Source: an optimization exercise on an open RTL-to-GDS flow (aim: small area, a short achievable clock period and few clock cycles per item). Production flows keep margins and buffers that such runs may drop. Only simulation tests tie the RTL to the original design; equivalence was not proved.

Setup of west:
==> module tts_ctrl, before the edit <==
module tts_ctrl
(
   input  logic    clock,
   input  logic    reset,
   input  logic    req_valid,
   output logic    req_stall,
   output logic    rsp_valid,
   input  logic    rsp_stall,
   output tts_pkg::cmd_type cmd
);
   logic rsp_valid_ff;
   always_ff @(posedge clock) begin
      if (reset) begin
         rsp_valid_ff <= 1'b0;
      end else begin
         rsp_valid_ff <= cmd.exec | (rsp_valid_ff & rsp_stall);
      end
   end
   assign req_stall = rsp_valid_ff & rsp_stall;
   assign rsp_valid = rsp_valid_ff;
   assign cmd.exec  = req_valid & ~req_stall;
endmodule
==> module tts_dp, before the edit <==
module tts_dp
#(
   parameter int MAX_ENTRIES = tts_pkg::DEF_MAX_ENTRIES
) (
   input  logic         clock,
   input  logic         reset,
   input  tts_pkg::cmd_type      cmd,
   input  tts_pkg::cfg_type      cfg,
   input  tts_pkg::req_item_type req_item,
   output tts_pkg::rsp_item_type rsp_item
);
   localparam int IDX_W = $clog2(MAX_ENTRIES);
   localparam int CNT_W = $clog2(MAX_ENTRIES + 1);
   logic [1:0]       st_ff [0:MAX_ENTRIES-1];
   logic [1:0]       st_in [0:MAX_ENTRIES-1];
   logic [IDX_W-1:0] cur_ff, cur_in;
   logic [CNT_W-1:0] cnt_ff, cnt_in;
   logic             sw_ff, sw_in;
   logic             status_ff, status_in;
   logic [63:0] ctx_mem  [0:MAX_ENTRIES-1];
   logic [63:0] stk_mem  [0:MAX_ENTRIES-1];
   logic [63:0] root_mem [0:MAX_ENTRIES-1];
   logic             ctx_we;
   logic [IDX_W-1:0] ctx_waddr;
   logic [63:0]      ctx_wdata;
   logic             tab_we;
   logic [IDX_W-1:0] add_idx;
   logic                   multi;
   logic                   cur_run;
   logic [1:0]             tk_mod_st;
   logic [1:0]             tk_cur_st;
   logic [MAX_ENTRIES-1:0] in_rng;
   logic [MAX_ENTRIES-1:0] rdy_base;
   logic [MAX_ENTRIES-1:0] rdy_tick;
   logic [MAX_ENTRIES-1:0] tk_hi;
   logic [MAX_ENTRIES-1:0] mid_rdy;
   logic                   tk_found;
   logic [IDX_W-1:0]       tk_pick;
   logic [IDX_W-1:0]       irq_best;
   logic                   irq_sw;
   function automatic logic [IDX_W-1:0] first_set(input logic [MAX_ENTRIES-1:0] v);
      logic [IDX_W-1:0] r;
      r = '0;
      for (int i = MAX_ENTRIES - 1; i >= 0; i--) begin
         if (v[i]) r = 4'(i);
      end
      first_set = r;
   endfunction
   assign multi   = (cnt_ff > 5'(1));
   assign cur_run = (st_ff[cur_ff] == TS_RUNNING);
   assign add_idx = cnt_ff[IDX_W-1:0];
   always_comb begin
      case (req_item.op)
         OP_BLOCK: tk_mod_st = TS_BLOCKED;
         OP_EXIT:  tk_mod_st = TS_TERMINATED;
         default:  tk_mod_st = st_ff[cur_ff];
      endcase
      tk_cur_st = (tk_mod_st == TS_RUNNING) ? TS_READY : tk_mod_st;
   end
   always_comb begin
      for (int i = 0; i < MAX_ENTRIES; i++) begin
         in_rng[i]   = (5'(i) < cnt_ff);
         rdy_base[i] = in_rng[i] && (st_ff[i] == TS_READY);
         rdy_tick[i] = (4'(i) == cur_ff) ? (in_rng[i] && (tk_cur_st == TS_READY))
                                             : rdy_base[i];
         tk_hi[i]    = rdy_tick[i] && (4'(i) > cur_ff);
         mid_rdy[i]  = rdy_base[i] && (i >= 2);
      end
   end
   assign tk_found = |rdy_tick;
   assign tk_pick  = (|tk_hi) ? first_set(tk_hi) : first_set(rdy_tick);
   always_comb begin
      if (rdy_base[1] && !(cur_run && (cur_ff == 4'(1)))) begin
         irq_best = 4'(1);
      end else if ((|mid_rdy) && !(cur_run && (cur_ff != '0))) begin
         irq_best = first_set(mid_rdy);
      end else if (cur_run) begin
         irq_best = cur_ff;
      end else begin
         irq_best = '0;
      end
   end
   assign irq_sw = (irq_best != cur_ff);
   always_comb begin
      for (int i = 0; i < MAX_ENTRIES; i++) st_in[i] = st_ff[i];
      cur_in    = cur_ff;
      cnt_in    = cnt_ff;
      sw_in     = 1'b0;
      status_in = 1'b0;
      ctx_we    = 1'b0;
      ctx_waddr = cur_ff;
      ctx_wdata = req_item.current_context;
      tab_we    = 1'b0;
      if (cmd.exec) begin
         case (req_item.op)
            OP_TICK, OP_BLOCK, OP_EXIT: begin
               st_in[cur_ff] = tk_mod_st;
               if (multi) begin
                  ctx_we        = 1'b1;
                  st_in[cur_ff] = tk_cur_st;
                  if (tk_found) begin
                     st_in[tk_pick] = TS_RUNNING;
                     cur_in         = tk_pick;
                     sw_in          = 1'b1;
                  end else begin
                     st_in[cur_ff] = TS_RUNNING;
                  end
               end
            end
            OP_IRQ: begin
               if (multi && irq_sw) begin
                  ctx_we = 1'b1;
                  if (cur_run) st_in[cur_ff] = TS_READY;
                  st_in[irq_best] = TS_RUNNING;
                  cur_in          = irq_best;
                  sw_in           = 1'b1;
               end
            end
            OP_UNBLOCK: begin
               for (int i = 0; i < MAX_ENTRIES; i++) begin
                  if (in_rng[i] && (st_ff[i] == TS_BLOCKED)) st_in[i] = TS_READY;
               end
            end
            OP_ADD: begin
               if (cnt_ff >= 5'(MAX_ENTRIES)) begin
                  status_in = 1'b1;
               end else begin
                  ctx_we         = 1'b1;
                  ctx_waddr      = add_idx;
                  ctx_wdata      = req_item.new_context;
                  tab_we         = 1'b1;
                  st_in[add_idx] = TS_READY;
                  cnt_in         = cnt_ff + 5'(1);
               end
            end
            default: ;
         endcase
      end
   end
   always_ff @(posedge clock) begin
      if (reset) begin
         for (int i = 0; i < MAX_ENTRIES; i++) begin
            st_ff[i] <= (i == 0) ? TS_RUNNING : TS_READY;
         end
         cur_ff <= '0;
         cnt_ff <= 5'(1);
      end else if (cmd.exec) begin
         for (int i = 0; i < MAX_ENTRIES; i++) st_ff[i] <= st_in[i];
         cur_ff <= cur_in;
         cnt_ff <= cnt_in;
      end
   end
   always_ff @(posedge clock) begin
      if (cmd.exec) begin
         sw_ff     <= sw_in;
         status_ff <= status_in;
      end
   end
   always_ff @(posedge clock) begin
      if (ctx_we) ctx_mem[ctx_waddr] <= ctx_wdata;
   end
   always_ff @(posedge clock) begin
      if (tab_we) begin
         stk_mem[add_idx]  <= req_item.new_stack_top;
         root_mem[add_idx] <= req_item.new_space_root;
      end
   end
   always_comb begin
      rsp_item.switched       = sw_ff;
      rsp_item.thread_index   = 4'(cur_ff);
      rsp_item.resume_context = sw_ff ? ctx_mem[cur_ff] : 64'd0;
      rsp_item.kernel_stack   = (cur_ff == '0) ? cfg.boot_stack_top : stk_mem[cur_ff];
      rsp_item.space_root     = sw_ff ? ((cur_ff == '0) ? cfg.kernel_root : root_mem[cur_ff])
                                      : 64'd0;
      rsp_item.status         = status_ff;
      rsp_item.thread_count   = 5'(cnt_ff);
   end
endmodule
clock: 7.0 ns
lec_check: 0
cap_margin: 20
core_margin: 2
core_utilization: 45
place_density: 0.6
slew_margin: 20
run.sh (not shown) runs the stock make flow with config.mk's settings and CLKGATE_MAP_FILE= SYNTH_SCRIPT=/design/flow/synth_recipe.tcl, a recipe that flattens the netlist after the stock synthesis.
Testbench counts of west, summed over its fixed seeds: cycles 12,832, items 12,800.
What south does differently from west at the input level:
-- flow/design.v --
<<< west, line 88
   output tts_pkg::cmd_type cmd
);
   logic rsp_valid_ff;
   always_ff @(posedge clock) begin
      if (reset) begin
         rsp_valid_ff <= 1'b0;
      end else begin
         rsp_valid_ff <= cmd.exec | (rsp_valid_ff & rsp_stall);
      end
   end
   assign req_stall = rsp_valid_ff & rsp_stall;
   assign rsp_valid = rsp_valid_ff;
   assign cmd.exec  = req_valid & ~req_stall;
endmodule
import tts_pkg::*;
>>> south, line 88
   output tts_pkg::cmd_type cmd
);
   typedef enum logic [1:0] {
      ST_IDLE = 2'b01,
      ST_RESP = 2'b10
   } ctrl_state_type;
   ctrl_state_type state_ff, state_in;
   always_comb begin
      state_in = state_ff;
      case (state_ff)
         ST_IDLE: begin
            if (req_valid) state_in = ST_RESP;
         end
         ST_RESP: begin
            if (!rsp_stall) state_in = ST_IDLE;
         end
         default: state_in = ST_IDLE;
      endcase
   end
   always_ff @(posedge clock) begin
      if (reset) begin
         state_ff <= ST_IDLE;
      end else begin
         state_ff <= state_in;
      end
   end
   assign req_stall = (state_ff != ST_IDLE);
   assign rsp_valid = (state_ff == ST_RESP);
   assign cmd.exec  = (state_ff == ST_IDLE) && req_valid;
endmodule
import tts_pkg::*;
<<< west, line 123
   logic [63:0] stk_mem  [0:MAX_ENTRIES-1];
   logic [63:0] root_mem [0:MAX_ENTRIES-1];
   logic             ctx_we;
   logic [IDX_W-1:0] ctx_waddr;
>>> south, line 139
   logic [63:0] stk_mem  [0:MAX_ENTRIES-1];
   logic [63:0] root_mem [0:MAX_ENTRIES-1];
   logic [63:0] rd_ctx_ff, rd_stk_ff, rd_root_ff;
   logic             ctx_we;
   logic [IDX_W-1:0] ctx_waddr;
<<< west, line 128
   logic             tab_we;
   logic [IDX_W-1:0] add_idx;
   logic                   multi;
   logic                   cur_run;
>>> south, line 145
   logic             tab_we;
   logic [IDX_W-1:0] add_idx;
   logic             ctx_fwd;
   logic                   multi;
   logic                   cur_run;
<<< west, line 240
      end
   end
   always_ff @(posedge clock) begin
      if (reset) begin
>>> south, line 258
      end
   end
   assign ctx_fwd = ctx_we && (ctx_waddr == cur_in);
   always_ff @(posedge clock) begin
      if (reset) begin
<<< west, line 261
   always_ff @(posedge clock) begin
      if (ctx_we) ctx_mem[ctx_waddr] <= ctx_wdata;
   end
   always_ff @(posedge clock) begin
>>> south, line 280
   always_ff @(posedge clock) begin
      if (ctx_we) ctx_mem[ctx_waddr] <= ctx_wdata;
      if (cmd.exec) rd_ctx_ff <= ctx_fwd ? ctx_wdata : ctx_mem[cur_in];
   end
   always_ff @(posedge clock) begin
<<< west, line 267
         root_mem[add_idx] <= req_item.new_space_root;
      end
   end
   always_comb begin
      rsp_item.switched       = sw_ff;
      rsp_item.thread_index   = 4'(cur_ff);
      rsp_item.resume_context = sw_ff ? ctx_mem[cur_ff] : 64'd0;
      rsp_item.kernel_stack   = (cur_ff == '0) ? cfg.boot_stack_top : stk_mem[cur_ff];
      rsp_item.space_root     = sw_ff ? ((cur_ff == '0) ? cfg.kernel_root : root_mem[cur_ff])
                                      : 64'd0;
      rsp_item.status         = status_ff;
>>> south, line 287
         root_mem[add_idx] <= req_item.new_space_root;
      end
      if (cmd.exec) begin
         rd_stk_ff  <= stk_mem[cur_in];
         rd_root_ff <= root_mem[cur_in];
      end
   end
   always_comb begin
      rsp_item.switched       = sw_ff;
      rsp_item.thread_index   = 4'(cur_ff);
      rsp_item.resume_context = sw_ff ? rd_ctx_ff : 64'd0;
      rsp_item.kernel_stack   = (cur_ff == '0) ? cfg.boot_stack_top : rd_stk_ff;
      rsp_item.space_root     = sw_ff ? ((cur_ff == '0) ? cfg.kernel_root : rd_root_ff)
                                      : 64'd0;
      rsp_item.status         = status_ff;
Notes after the runs:
Taking west as the reference, in south global-route wire length before repair has increased; final worst setup slack has decreased; cell area has increased; relative area change from synthesis to final layout has increased. NOTE: HPWL reported at the end of detailed placement in south exceeds that of west. For west, the beginning of the critical path was u_dp.cur_ff[2], unlike south, where it was u_dp.cnt_ff[2]. south ends up with a peak clock frequency supported by timing that is about 0.8% lower than in west. Global-route usage (lower): west. south ends up with a required time at the endpoint of the critical path that is 2.02 ns higher than in west. Looking at initial antenna violation count, south sits 10 higher than west does.
Testbench counts of south, summed over its fixed seeds: cycles 25,600, items 12,800.

==> re-timing with driven ports <==
How much do the figures lean on ideal ports? The routed layouts below were timed once more, with nothing changed but the port constraints.
Step 1: set_driving_cell puts a clkbuf_16 on clock and a buf_2 on each other input, an assumption about the parent block.
Step 2, shift: input delay + t, output delay - t, t = (earliest + latest rising clock arrival at the registers) / 2. This alone moves slack from input paths to output paths.
Slacks: ideal ports / drivers / drivers and shift; pairs: ideal ports / drivers.
run | shift t [ns] | setup WS [ns] | worst data-port slew with drivers (ns) | cell pins on the clock port's net
west | 0.987 | 0.702 / 0.598 / 0.639 | 0.32 | 1
south | 1.024 | 0.654 / 0.577 / -0.105 | 0.23 | 1
With both steps, setup timing fails in south, where it was met with ideal ports. The setup slack of south, which loses most, moves by -0.077 ns with the drivers and by -0.759 ns with both steps.
